What follows belongs to an exercise in optimizing a design on an open flow for small area, a short achievable clock period and few clock cycles per item; a production flow would make more cautious choices. In this exercise RTL edits were held to simulation tests only and were not proved equivalent to the original. Power and IR drop assume default switching activity.

## run.sh

```bash
#!/bin/bash
# synth_recipe.tcl (not shown) runs the flow's synth.tcl, then flattens the netlist and writes it again
# the make line also repeats each setting of config.mk as NAME=value (left out here)
make -C /OpenROAD-flow-scripts/flow DESIGN_CONFIG=/design/flow/config.mk WORK_HOME=/design/flow/orfs CLKGATE_MAP_FILE= SYNTH_SCRIPT=/design/flow/synth_recipe.tcl finish
```

## config.mk

```make
export PLATFORM = sky130hd
export DESIGN_NAME = bresenham_line_rasterizer
export DESIGN_NICKNAME = bresenham_line_rasterizer
export VERILOG_FILES = /design/flow/design.v
export SDC_FILE = /design/flow/constraint.sdc
export NUM_CORES = 4
export LEC_CHECK = 0
export CAP_MARGIN = 20
export CORE_MARGIN = 2
export CORE_UTILIZATION = 40
export SLEW_MARGIN = 20
```

## constraint.sdc

```tcl
create_clock -name core_clock -period 7.5 [get_ports {clock}]
set_input_delay 1.5000 -clock core_clock [delete_from_list [all_inputs] [get_ports {clock}]]
set_output_delay 1.5000 -clock core_clock [all_outputs]
set_load 0.01 [all_outputs]
```

## design.v

```verilog
package brl_pkg;
   localparam int COORD_BITS_DEFAULT  = 12;
   localparam int QUEUE_DEPTH_DEFAULT = 2;
   localparam int CFG_ADDR_BITS = 4;
   localparam int CFG_DATA_BITS = 32;
   localparam int OFFSET_BITS   = 12;
   localparam int STRIDE_BITS   = 16;
   localparam int CHAN_BITS     = 8;
   localparam int COLOR_BITS    = 3 * CHAN_BITS;
   localparam int ADDR_BITS     = 32;
   localparam int WORD_BITS     = 32;
   localparam int HALF_BITS     = WORD_BITS / 2;
   localparam int RED_SHIFT_565   = 11;
   localparam int GREEN_SHIFT_565 = 5;
   localparam int SHIFT_BGRX32 = 2;
   localparam int SHIFT_RGB565 = 1;
   typedef enum logic [1:0] {
      REG_X_OFFSET    = 2'd0,
      REG_Y_OFFSET    = 2'd1,
      REG_LINE_STRIDE = 2'd2,
      REG_PIXEL_MODE  = 2'd3
   } reg_index_type;
   typedef enum logic {
      MODE_BGRX32 = 1'b0,
      MODE_RGB565 = 1'b1
   } pixel_mode_type;
   typedef enum logic {
      KIND_LOAD = 1'b0,
      KIND_STEP = 1'b1
   } item_kind_type;
   typedef struct packed {
      logic [OFFSET_BITS-1:0] x_offset;
      logic [OFFSET_BITS-1:0] y_offset;
      logic [STRIDE_BITS-1:0] line_stride;
      pixel_mode_type         pixel_mode;
   } cfg_type;
   function automatic int entry_bits(input int coord_bits);
      entry_bits = 5 * coord_bits + COLOR_BITS + 3;
   endfunction
   function automatic int req_data_bits(input int coord_bits);
      req_data_bits = ((4 * coord_bits + COLOR_BITS + 7) / 8) * 8;
   endfunction
   function automatic int rsp_data_bits(input int coord_bits);
      rsp_data_bits = ((2 * coord_bits + ADDR_BITS + WORD_BITS + 7) / 8) * 8;
   endfunction
endpackage
module brl_front #(
   parameter int COORD_BITS = brl_pkg::COORD_BITS_DEFAULT
) (
   input  logic                                           req_tvalid,
   output logic                                           req_tready,
   input  logic [brl_pkg::req_data_bits(COORD_BITS)-1:0]  req_tdata,
   input  logic                                           req_tuser,
   output logic                                           q_wr_valid,
   input  logic                                           q_wr_ready,
   output logic [brl_pkg::entry_bits(COORD_BITS)-1:0]     q_wr_data
);
   localparam int C  = COORD_BITS;
   localparam int CB = brl_pkg::CHAN_BITS;
   logic [C-1:0]  xs, ys, xe, ye;
   logic [CB-1:0] red, green, blue;
   logic [C-1:0]  adx, ady;
   logic          x_desc, y_desc, steep, swap;
   logic [C-1:0]  mj0, mj1, mn0, mn1, dmaj, dmin;
   logic          minor_down;
   assign xs    = req_tdata[C-1:0];
   assign ys    = req_tdata[2*C-1:C];
   assign xe    = req_tdata[3*C-1:2*C];
   assign ye    = req_tdata[4*C-1:3*C];
   assign red   = req_tdata[4*C+CB-1:4*C];
   assign green = req_tdata[4*C+2*CB-1:4*C+CB];
   assign blue  = req_tdata[4*C+3*CB-1:4*C+2*CB];
   always_comb begin
      x_desc = xs > xe;
      y_desc = ys > ye;
      adx    = x_desc ? xs - xe : xe - xs;
      ady    = y_desc ? ys - ye : ye - ys;
      steep  = !(ady < adx);
      swap   = steep ? y_desc : x_desc;
      if (steep) begin
         mj0 = swap ? ye : ys;
         mj1 = swap ? ys : ye;
         mn0 = swap ? xe : xs;
         mn1 = swap ? xs : xe;
         dmaj = ady;
         dmin = adx;
      end else begin
         mj0 = swap ? xe : xs;
         mj1 = swap ? xs : xe;
         mn0 = swap ? ye : ys;
         mn1 = swap ? ys : ye;
         dmaj = adx;
         dmin = ady;
      end
      minor_down = mn1 < mn0;
   end
   assign q_wr_data  = {red, green, blue, dmin, dmaj, minor_down, mn0, mj1, mj0, steep,
                        req_tuser};
   assign q_wr_valid = req_tvalid;
   assign req_tready = q_wr_ready;
endmodule
module brl_queue #(
   parameter int WIDTH = 8,
   parameter int DEPTH = brl_pkg::QUEUE_DEPTH_DEFAULT
) (
   input  logic             clock,
   input  logic             reset,
   input  logic             wr_valid,
   output logic             wr_ready,
   input  logic [WIDTH-1:0] wr_data,
   output logic             rd_valid,
   input  logic             rd_ready,
   output logic [WIDTH-1:0] rd_data
);
   localparam int PTR_BITS = (DEPTH > 1) ? $clog2(DEPTH) : 1;
   localparam int CNT_BITS = $clog2(DEPTH + 1);
   logic [WIDTH-1:0]    mem_ff [DEPTH];
   logic [PTR_BITS-1:0] wr_ptr_ff, wr_ptr_in, rd_ptr_ff, rd_ptr_in;
   logic [CNT_BITS-1:0] count_ff, count_in;
   logic                push, pop;
   assign wr_ready = count_ff != CNT_BITS'(DEPTH);
   assign rd_valid = count_ff != '0;
   assign rd_data  = mem_ff[rd_ptr_ff];
   assign push     = wr_valid && wr_ready;
   assign pop      = rd_valid && rd_ready;
   always_comb begin
      wr_ptr_in = wr_ptr_ff;
      rd_ptr_in = rd_ptr_ff;
      count_in  = count_ff;
      if (push) begin
         wr_ptr_in = (wr_ptr_ff == PTR_BITS'(DEPTH - 1)) ? '0 : wr_ptr_ff + PTR_BITS'(1);
      end
      if (pop) begin
         rd_ptr_in = (rd_ptr_ff == PTR_BITS'(DEPTH - 1)) ? '0 : rd_ptr_ff + PTR_BITS'(1);
      end
      if (push && !pop) begin
         count_in = count_ff + CNT_BITS'(1);
      end else if (pop && !push) begin
         count_in = count_ff - CNT_BITS'(1);
      end
   end
   always_ff @(posedge clock) begin
      if (reset) begin
         wr_ptr_ff <= '0;
         rd_ptr_ff <= '0;
         count_ff  <= '0;
      end else begin
         wr_ptr_ff <= wr_ptr_in;
         rd_ptr_ff <= rd_ptr_in;
         count_ff  <= count_in;
      end
   end
   always_ff @(posedge clock) begin
      if (push) begin
         mem_ff[wr_ptr_ff] <= wr_data;
      end
   end
endmodule
module brl_back #(
   parameter int COORD_BITS = brl_pkg::COORD_BITS_DEFAULT
) (
   input  logic                                           clock,
   input  logic                                           reset,
   input  brl_pkg::cfg_type                               cfg,
   input  logic                                           q_rd_valid,
   output logic                                           q_rd_ready,
   input  logic [brl_pkg::entry_bits(COORD_BITS)-1:0]     q_rd_data,
   output logic                                           rsp_tvalid,
   input  logic                                           rsp_tready,
   output logic [brl_pkg::rsp_data_bits(COORD_BITS)-1:0]  rsp_tdata,
   output logic                                           rsp_tlast
);
   localparam int C        = COORD_BITS;
   localparam int ERR_BITS = C + 3;
   localparam int SUM_BITS = ((C > brl_pkg::OFFSET_BITS) ? C : brl_pkg::OFFSET_BITS) + 1;
   localparam int PROD_BITS = SUM_BITS + brl_pkg::STRIDE_BITS;
   localparam int AB = brl_pkg::ADDR_BITS;
   localparam int WB = brl_pkg::WORD_BITS;
   localparam int HB = brl_pkg::HALF_BITS;
   localparam int CB = brl_pkg::CHAN_BITS;
   localparam int RSP_BITS = brl_pkg::rsp_data_bits(COORD_BITS);
   localparam logic signed [ERR_BITS-1:0] ERR_ZERO = '0;
   logic [brl_pkg::COLOR_BITS-1:0] q_color;
   logic [C-1:0]                   q_dmin, q_dmaj, q_mn0, q_mj1, q_mj0;
   logic                           q_down, q_steep, q_kind;
   assign {q_color, q_dmin, q_dmaj, q_down, q_mn0, q_mj1, q_mj0, q_steep, q_kind} = q_rd_data;
   logic                           active_ff, active_in;
   logic                           steep_ff, minor_down_ff;
   logic [C-1:0]                   major_pos_ff, minor_pos_ff, major_stop_ff;
   logic [C-1:0]                   delta_major_ff, delta_minor_ff;
   logic signed [ERR_BITS-1:0]     error_term_ff;
   logic [brl_pkg::COLOR_BITS-1:0] line_color_ff;
   logic                       advance, take, is_step, emit;
   logic signed [ERR_BITS-1:0] err_init, err_next, dmaj2, dmin2;
   logic [C-1:0]               major_next, minor_next;
   logic [C-1:0]               px, py;
   logic [CB-1:0]              red, green, blue;
   logic [HB-1:0]              word565;
   logic [WB-1:0]              word;
   logic            s1_valid_ff, s1_last_ff;
   logic [C-1:0]    s1_px_ff, s1_py_ff;
   logic [WB-1:0]   s1_word_ff;
   logic            s2_valid_ff, s2_last_ff;
   logic [C-1:0]    s2_px_ff, s2_py_ff;
   logic [WB-1:0]   s2_word_ff;
   logic [AB-1:0]   s2_xpart_ff, s2_xpart_in, s2_ypart_ff, s2_ypart_in;
   logic            out_valid_ff, out_last_ff;
   logic [C-1:0]    out_px_ff, out_py_ff;
   logic [WB-1:0]   out_word_ff;
   logic [AB-1:0]   out_addr_ff;
   logic [SUM_BITS-1:0]  x_sum, y_sum;
   logic [PROD_BITS-1:0] y_prod;
   assign advance    = !out_valid_ff || rsp_tready;
   assign q_rd_ready = advance;
   assign take       = q_rd_valid && advance;
   assign is_step    = brl_pkg::item_kind_type'(q_kind) == brl_pkg::KIND_STEP;
   assign emit       = take && is_step && active_ff;
   always_comb begin
      err_init   = ERR_BITS'({q_dmin, 1'b0}) - ERR_BITS'(q_dmaj);
      dmaj2      = ERR_BITS'({delta_major_ff, 1'b0});
      dmin2      = ERR_BITS'({delta_minor_ff, 1'b0});
      err_next   = error_term_ff + dmin2;
      minor_next = minor_pos_ff;
      if (error_term_ff > ERR_ZERO) begin
         err_next   = error_term_ff + dmin2 - dmaj2;
         minor_next = minor_down_ff ? minor_pos_ff - C'(1) : minor_pos_ff + C'(1);
      end
      major_next = major_pos_ff + C'(1);
      active_in  = active_ff;
      if (take && !is_step) begin
         active_in = q_mj0 < q_mj1;
      end else if (emit) begin
         active_in = major_next < major_stop_ff;
      end
   end
   always_comb begin
      px    = steep_ff ? minor_pos_ff : major_pos_ff;
      py    = steep_ff ? major_pos_ff : minor_pos_ff;
      red   = line_color_ff[3*CB-1:2*CB];
      green = line_color_ff[2*CB-1:CB];
      blue  = line_color_ff[CB-1:0];
      word565 = (HB'(red) << brl_pkg::RED_SHIFT_565) |
                (HB'(green) << brl_pkg::GREEN_SHIFT_565) | HB'(blue);
      case (cfg.pixel_mode)
         brl_pkg::MODE_RGB565: word = WB'(word565);
         default:              word = WB'(line_color_ff);
      endcase
   end
   always_ff @(posedge clock) begin
      if (reset) begin
         active_ff <= 1'b0;
      end else begin
         active_ff <= active_in;
      end
   end
   always_ff @(posedge clock) begin
      if (take && !is_step) begin
         steep_ff       <= q_steep;
         major_pos_ff   <= q_mj0;
         major_stop_ff  <= q_mj1;
         minor_pos_ff   <= q_mn0;
         minor_down_ff  <= q_down;
         delta_major_ff <= q_dmaj;
         delta_minor_ff <= q_dmin;
         error_term_ff  <= err_init;
         line_color_ff  <= q_color;
      end else if (emit) begin
         major_pos_ff  <= major_next;
         minor_pos_ff  <= minor_next;
         error_term_ff <= err_next;
      end
   end
   always_comb begin
      x_sum  = SUM_BITS'(s1_px_ff) + SUM_BITS'(cfg.x_offset);
      y_sum  = SUM_BITS'(s1_py_ff) + SUM_BITS'(cfg.y_offset);
      y_prod = PROD_BITS'(y_sum) * PROD_BITS'(cfg.line_stride);
      case (cfg.pixel_mode)
         brl_pkg::MODE_RGB565: s2_xpart_in = AB'(x_sum) << brl_pkg::SHIFT_RGB565;
         default:              s2_xpart_in = AB'(x_sum) << brl_pkg::SHIFT_BGRX32;
      endcase
      s2_ypart_in = AB'(y_prod);
   end
   always_ff @(posedge clock) begin
      if (reset) begin
         s1_valid_ff  <= 1'b0;
         s2_valid_ff  <= 1'b0;
         out_valid_ff <= 1'b0;
      end else if (advance) begin
         s1_valid_ff  <= emit;
         s2_valid_ff  <= s1_valid_ff;
         out_valid_ff <= s2_valid_ff;
      end
   end
   always_ff @(posedge clock) begin
      if (advance) begin
         s1_px_ff    <= px;
         s1_py_ff    <= py;
         s1_word_ff  <= word;
         s1_last_ff  <= !(major_next < major_stop_ff);
         s2_px_ff    <= s1_px_ff;
         s2_py_ff    <= s1_py_ff;
         s2_word_ff  <= s1_word_ff;
         s2_last_ff  <= s1_last_ff;
         s2_xpart_ff <= s2_xpart_in;
         s2_ypart_ff <= s2_ypart_in;
         out_px_ff   <= s2_px_ff;
         out_py_ff   <= s2_py_ff;
         out_word_ff <= s2_word_ff;
         out_last_ff <= s2_last_ff;
         out_addr_ff <= s2_xpart_ff + s2_ypart_ff;
      end
   end
   assign rsp_tvalid = out_valid_ff;
   assign rsp_tlast  = out_last_ff;
   assign rsp_tdata  = RSP_BITS'({out_word_ff, out_addr_ff, out_py_ff, out_px_ff});
endmodule
module bresenham_line_rasterizer #(
   parameter int COORD_BITS  = brl_pkg::COORD_BITS_DEFAULT,
   parameter int QUEUE_DEPTH = brl_pkg::QUEUE_DEPTH_DEFAULT
) (
   input  logic                                           clock,
   input  logic                                           reset,
   input  logic                                           req_tvalid,
   output logic                                           req_tready,
   input  logic [brl_pkg::req_data_bits(COORD_BITS)-1:0]  req_tdata,
   input  logic                                           req_tuser,
   output logic                                           rsp_tvalid,
   input  logic                                           rsp_tready,
   output logic [brl_pkg::rsp_data_bits(COORD_BITS)-1:0]  rsp_tdata,
   output logic                                           rsp_tlast,
   input  logic                                           csr_psel,
   input  logic                                           csr_penable,
   input  logic                                           csr_pwrite,
   input  logic [brl_pkg::CFG_ADDR_BITS-1:0]              csr_paddr,
   input  logic [brl_pkg::CFG_DATA_BITS-1:0]              csr_pwdata,
   output logic [brl_pkg::CFG_DATA_BITS-1:0]              csr_prdata,
   output logic                                           csr_pready
);
   localparam int ENTRY_BITS = brl_pkg::entry_bits(COORD_BITS);
   localparam int DB = brl_pkg::CFG_DATA_BITS;
   brl_pkg::cfg_type       cfg_ff, cfg_in;
   brl_pkg::reg_index_type csr_index;
   logic                   csr_write;
   logic                  q_wr_valid, q_wr_ready, q_rd_valid, q_rd_ready;
   logic [ENTRY_BITS-1:0] q_wr_data, q_rd_data;
   assign csr_pready = 1'b1;
   assign csr_index  = brl_pkg::reg_index_type'(csr_paddr[brl_pkg::CFG_ADDR_BITS-1:2]);
   assign csr_write  = csr_psel && csr_penable && csr_pwrite && csr_pready;
   always_comb begin
      cfg_in = cfg_ff;
      if (csr_write) begin
         case (csr_index)
            brl_pkg::REG_X_OFFSET:
               cfg_in.x_offset = csr_pwdata[brl_pkg::OFFSET_BITS-1:0];
            brl_pkg::REG_Y_OFFSET:
               cfg_in.y_offset = csr_pwdata[brl_pkg::OFFSET_BITS-1:0];
            brl_pkg::REG_LINE_STRIDE:
               cfg_in.line_stride = csr_pwdata[brl_pkg::STRIDE_BITS-1:0];
            brl_pkg::REG_PIXEL_MODE:
               cfg_in.pixel_mode = brl_pkg::pixel_mode_type'(csr_pwdata[0]);
            default: cfg_in = cfg_ff;
         endcase
      end
   end
   always_comb begin
      case (csr_index)
         brl_pkg::REG_X_OFFSET:    csr_prdata = DB'(cfg_ff.x_offset);
         brl_pkg::REG_Y_OFFSET:    csr_prdata = DB'(cfg_ff.y_offset);
         brl_pkg::REG_LINE_STRIDE: csr_prdata = DB'(cfg_ff.line_stride);
         brl_pkg::REG_PIXEL_MODE:  csr_prdata = DB'(cfg_ff.pixel_mode);
         default:                  csr_prdata = '0;
      endcase
   end
   always_ff @(posedge clock) begin
      if (reset) begin
         cfg_ff <= '0;
      end else begin
         cfg_ff <= cfg_in;
      end
   end
   brl_front #(
      .COORD_BITS (COORD_BITS)
   ) u_front (
      .req_tvalid (req_tvalid),
      .req_tready (req_tready),
      .req_tdata  (req_tdata),
      .req_tuser  (req_tuser),
      .q_wr_valid (q_wr_valid),
      .q_wr_ready (q_wr_ready),
      .q_wr_data  (q_wr_data)
   );
   brl_queue #(
      .WIDTH (ENTRY_BITS),
      .DEPTH (QUEUE_DEPTH)
   ) u_queue (
      .clock    (clock),
      .reset    (reset),
      .wr_valid (q_wr_valid),
      .wr_ready (q_wr_ready),
      .wr_data  (q_wr_data),
      .rd_valid (q_rd_valid),
      .rd_ready (q_rd_ready),
      .rd_data  (q_rd_data)
   );
   brl_back #(
      .COORD_BITS (COORD_BITS)
   ) u_back (
      .clock      (clock),
      .reset      (reset),
      .cfg        (cfg_ff),
      .q_rd_valid (q_rd_valid),
      .q_rd_ready (q_rd_ready),
      .q_rd_data  (q_rd_data),
      .rsp_tvalid (rsp_tvalid),
      .rsp_tready (rsp_tready),
      .rsp_tdata  (rsp_tdata),
      .rsp_tlast  (rsp_tlast)
   );
endmodule
```

==> results by group <==
Power
  • Max IR drop VDD: 246 uV
  • PD cells: 353 mW/mm^2
  • Logic pwr share: 0.448
  • Total power: ~0.015 W
  • Power share of the clock group: 0.196
  • Leakage: roughly 18 nW
  • Sw Share: 0.363
  • Switching Power: 0.00536 W
  • Pint: 0.00940 W
  • Seq pwr share: 0.356

STA
  • Slew Viols, Final: 0
  • Slew @ Worst Pin: 0.976 ns
  • Fmax achieved: between 0.1 and 0.15 GHz
  • Final Critical Period: between 7 and 8 ns
  • Slew HR: 0.349
  • Final Skew: 0.0444 ns
  • RSZ-0062 raised after global routing: yes
  • Final worst path period share: 0.963
  • Setup-failing EPs final: 0
  • Hold Fails Final Rpt: 0

Final layout
  • Antenna cells: 0
  • Layout cells sized above 1: 0.144
  • Post-layout util: 0.483
  • Layout area overhead: 20.1%
  • Final Net Count: 4,097

Critical path
  • Worst Path Max Fanout: 4
  • Worst setup EP type: flip-flop
  • WP data required: about 7.8 ns
  • Worst path arrival time: 7.56 ns
  • FF-to-FF path depth: 26
  • Crit path kind: flip-flop to flip-flop
  • Crit start category: flip-flop

Logic synthesis
  • Share of the synthesized area in the top cell type: 0.427
  • Synth warnings: 4
  • Top FF cell, synth: edfxtp_1
  • Synth unique cells: 85
  • Synth area leader: edfxtp_1
  • Synthesized cell area: 0.0348 mm^2
  • Top cells by area, synth: edfxtp_1 43%, fa_1 9.5%, ha_1 9.0%
  • Register area share after synthesis: 0.456
  • Most common cell in the netlist: edfxtp_1
  • Commonest cells post-synth: 495 x edfxtp_1, 398 x nand2_1, 366 x inv_1, 249 x ha_1, 167 x a21oi_1
  • Synthesized flop and latch total: 545
  • Syn_area_per_cell: 11.0 um^2
  • Fraction of registers with async set/reset: 0
  • Post-synth EDFFs: between 400 and 500
  • Synth Instances: 3,162

Clock tree
  • Number of buffers created by CTS: 57
  • Clock latency on the worst-skew pair: between 0.6 and 0.7 ns
  • CTS tree: built
  • TritonCTS Sinks: 545
  • Clock-pin slew on the worst setup and hold paths: 0.07 ns
  • H-Tree Depth: 2
  • Clock root buffer: clkbuf_16
  • Clk buf depth: 3

Drt
  • Iter 0 DRT Violations: 1,398
  • Wire length per cell: 17.6 um
  • DR pass1 iterations: 8
  • Final wirelength: approximately 84,000 um
  • Drt drc: 0
  • Routed Antenna Nets: 0
  • DR vias: 23,803
  • Vias/cell: 4.99

Die
  • FP Rows: 108
  • Ports: 240
  • Die height: 299 um
  • Core Region: about 0.086 mm^2
  • Die Area: 0.0894 mm^2
  • Die X: about 300 um
  • Initial core utilization: 0.402

Placement
  • Buffers on Ports: roughly 190
  • DP HPWL: 65,000 um
  • Final Wtd Congestion: 0.903

Global route
  • GRT overflow: 0
  • First-pass GRT wire length: between 100,000 and 150,000 um
  • GR Util All Layers: 0.186
  • Vias in the first global route: 23,719
  • Largest net degree at the start of global routing: 109
  • Antenna violations before repair: 2

Run status
  • Status: finished clean

Hold path
  • Worst hold path class: flip-flop to flip-flop
  • Hold path cells: 0

Job
  • Max cap viols: 0
[power groups by stage]
stage          Clock, W  Sequential [W]  Combinational, W
3_5_place_dp          0         0.00531           0.00651
4_1_cts         0.00296         0.00526           0.00657
5_1_grt         0.00307         0.00535           0.00738
2_1_floorplan         0         0.00518           0.00438
3_3_place_gp          0         0.00528           0.00644
6_report        0.00289         0.00525           0.00662
[cells by family (layout without fill, tap and decap cells)]
logic type | Yosys count | in the layout | share of synthesized area
xor gates and xnor gates | 133 | 133 | 0.0337
AOI/OAI and AO/OA | 551 | 551 | 0.101
and+or+nand+nor | 818 | 818 | 0.106
DFF | 545 | 545 | 0.456
adders and majority gates | 414 | 414 | 0.184
buffers and inverters | 510 | 937 | 0.0594
other | 2 | 27 | 0.000216
muxes | 189 | 189 | 0.0587
[critical path: stages (launching register included)]
cell      delay, ns
edfxtp_1       0.44
ha_1           0.29
a21o_1         0.18
a21oi_2        0.16
o21ai_1        0.09
a21oi_2        0.15
o21a_1         0.20
o21ai_2        0.11
o41ai_4        0.43
xnor2_2        0.17
and2_1         0.20
fa_1           0.52
fa_1           0.44
fa_1           0.52
fa_1           0.49
inv_1          0.05
fa_1           0.47
inv_1          0.06
ha_4           0.28
and3_1         0.17
nand3_2        0.13
a31o_4         0.27
a221o_1        0.39
a21oi_2        0.21
a41oi_1        0.14
o21bai_1       0.18
xnor2_1        0.13
[cell type report]
cell class	instances	area, um^2
flip-flops and latches	545	15900
inverters	368	1390
clock buffers	65	1460
multi-input cells	2132	17200
well taps	1155	1450
fillers	7872	44700
clock inverters	41	479
repair buffers	463	4000
[cell usage in the layout, fill, tap and decap left out, types with 14 or more instances in the layout]
cell             netlist  routed
edfxtp_1             495     495
xnor2_1               90      87
a21oi_1              167     162
a21o_1                41      41
o21ai_1               28      26
conb_1                 2      27
clkbuf_16              0      57
xor2_1                42      42
nand2_1              398     397
and3_1                20      19
clkinv_1               0      17
o21a_1                20      19
buf_4                 27     263
o21bai_1              14      14
nor2b_1               34      33
and2_1                75      75
ha_1                 249     245
mux2i_1               84      84
clkdlybuf4s50_1        0     192
nand2b_1              25      25
a211oi_1              56      55
nor2_1               159     157
inv_1                366     364
a31oi_1               51      50
dfxtp_1               50      48
mux2_2               102     102
nand3_1               34      33
nor3_1                26      26
fa_1                 165     164
o21ai_0               89      86
[state kept, by name, indices dropped and copies added (netlist names), 14 cells and up, named ones only]
register / flops
u_queue.mem_ff: 174
cfg_ff: 41
u_back.out_addr_ff: 30
u_back.s2_ypart_ff: 29
u_back.line_color_ff: 24
u_back.out_word_ff: 24
u_back.s1_word_ff: 24
u_back.s2_word_ff: 24
u_back.error_term_ff: 15
u_back.s2_xpart_ff: 14
[stage by stage]
| step | hold WS [ns] | TNS (ns) | setup slack (ns) | cell area (um^2) | cells |
|---|---|---|---|---|---|
| after CTS | 0.416 | 0 | 0.0222 | 41600 | 4764 |
| after global placement | 0.401 | -0.928 | -0.464 | 39600 | 4658 |
| after floorplan | 0.400 | 0 | 0.0663 | 34900 | 3187 |
| after global routing | 0.418 | -0.129 | -0.0738 | 41800 | 4769 |
| final | 0.411 | 0 | 0.281 | 41800 | 4769 |
| after detailed placement | 0.405 | -0.936 | -0.468 | 39600 | 4658 |
[repair_timing]
action                                  in CTS  in global routing
resized for setup                            1                 36
pin swaps                                    0                 18
buffers inserted                             0                  5
endpoints found under the setup margin       1                  9
endpoints found under the hold margin        0                  0
hold buffers                                 0                  0
[worst paths after layout]
| check | from | to | slack, ns |
|---|---|---|---|
| setup / recovery | u_back.s1_py_ff[1] | u_back.s2_ypart_ff[28] | 0.28 |
| hold / removal | u_back.s1_word_ff[9] | u_back.s2_word_ff[9] | 0.41 |
| setup reg to reg | u_back.s1_py_ff[1] | u_back.s2_ypart_ff[28] | 0.28 |
| hold reg to reg | u_back.s1_word_ff[9] | u_back.s2_word_ff[9] | 0.41 |
[routing by layer]
| metal | vias to the layer above | part of all wire | track usage |
|---|---|---|---|
| met5 | - | 0.00016 | 0 |
| met1 | 11446 | 0.43 | 0.240 |
| met3 | 116 | 0.048 | 0.0305 |
| li1 | 11727 | - | - |
| met2 | 512 | 0.49 | 0.323 |
| met4 | 2 | 0.030 | 0.0548 |
Testbench counts, summed over its fixed seeds: cycles 23,485, pixels 21,307.

## what the ideal ports hide
The flow's constraints put no driver on any port. The routed layout listed below was extracted and timed again, unchanged, in two steps. Step 1: set_driving_cell puts a clkbuf_16 on clock and a buf_2 on each other input, an assumption about the parent block. Step 2 moves the port delays by t, midway between the first and last clock arrival at a register: inputs arrive t later, outputs are due t later. That takes back most of the time a late clock gives input paths. Slacks: ideal ports / drivers / drivers and shift; pairs: ideal ports / drivers.
t, ns: 0.690
setup slack, ns: 0.281 / 0.281 / -0.360
hold WS [ns]: 0.411 / 0.411 / 0.411
pins driven straight from the clock port: 1
With both steps, setup timing fails in this run, where it was met with ideal ports. The setup slack of this run moves by 0.000 ns with the drivers and by -0.641 ns with both steps.
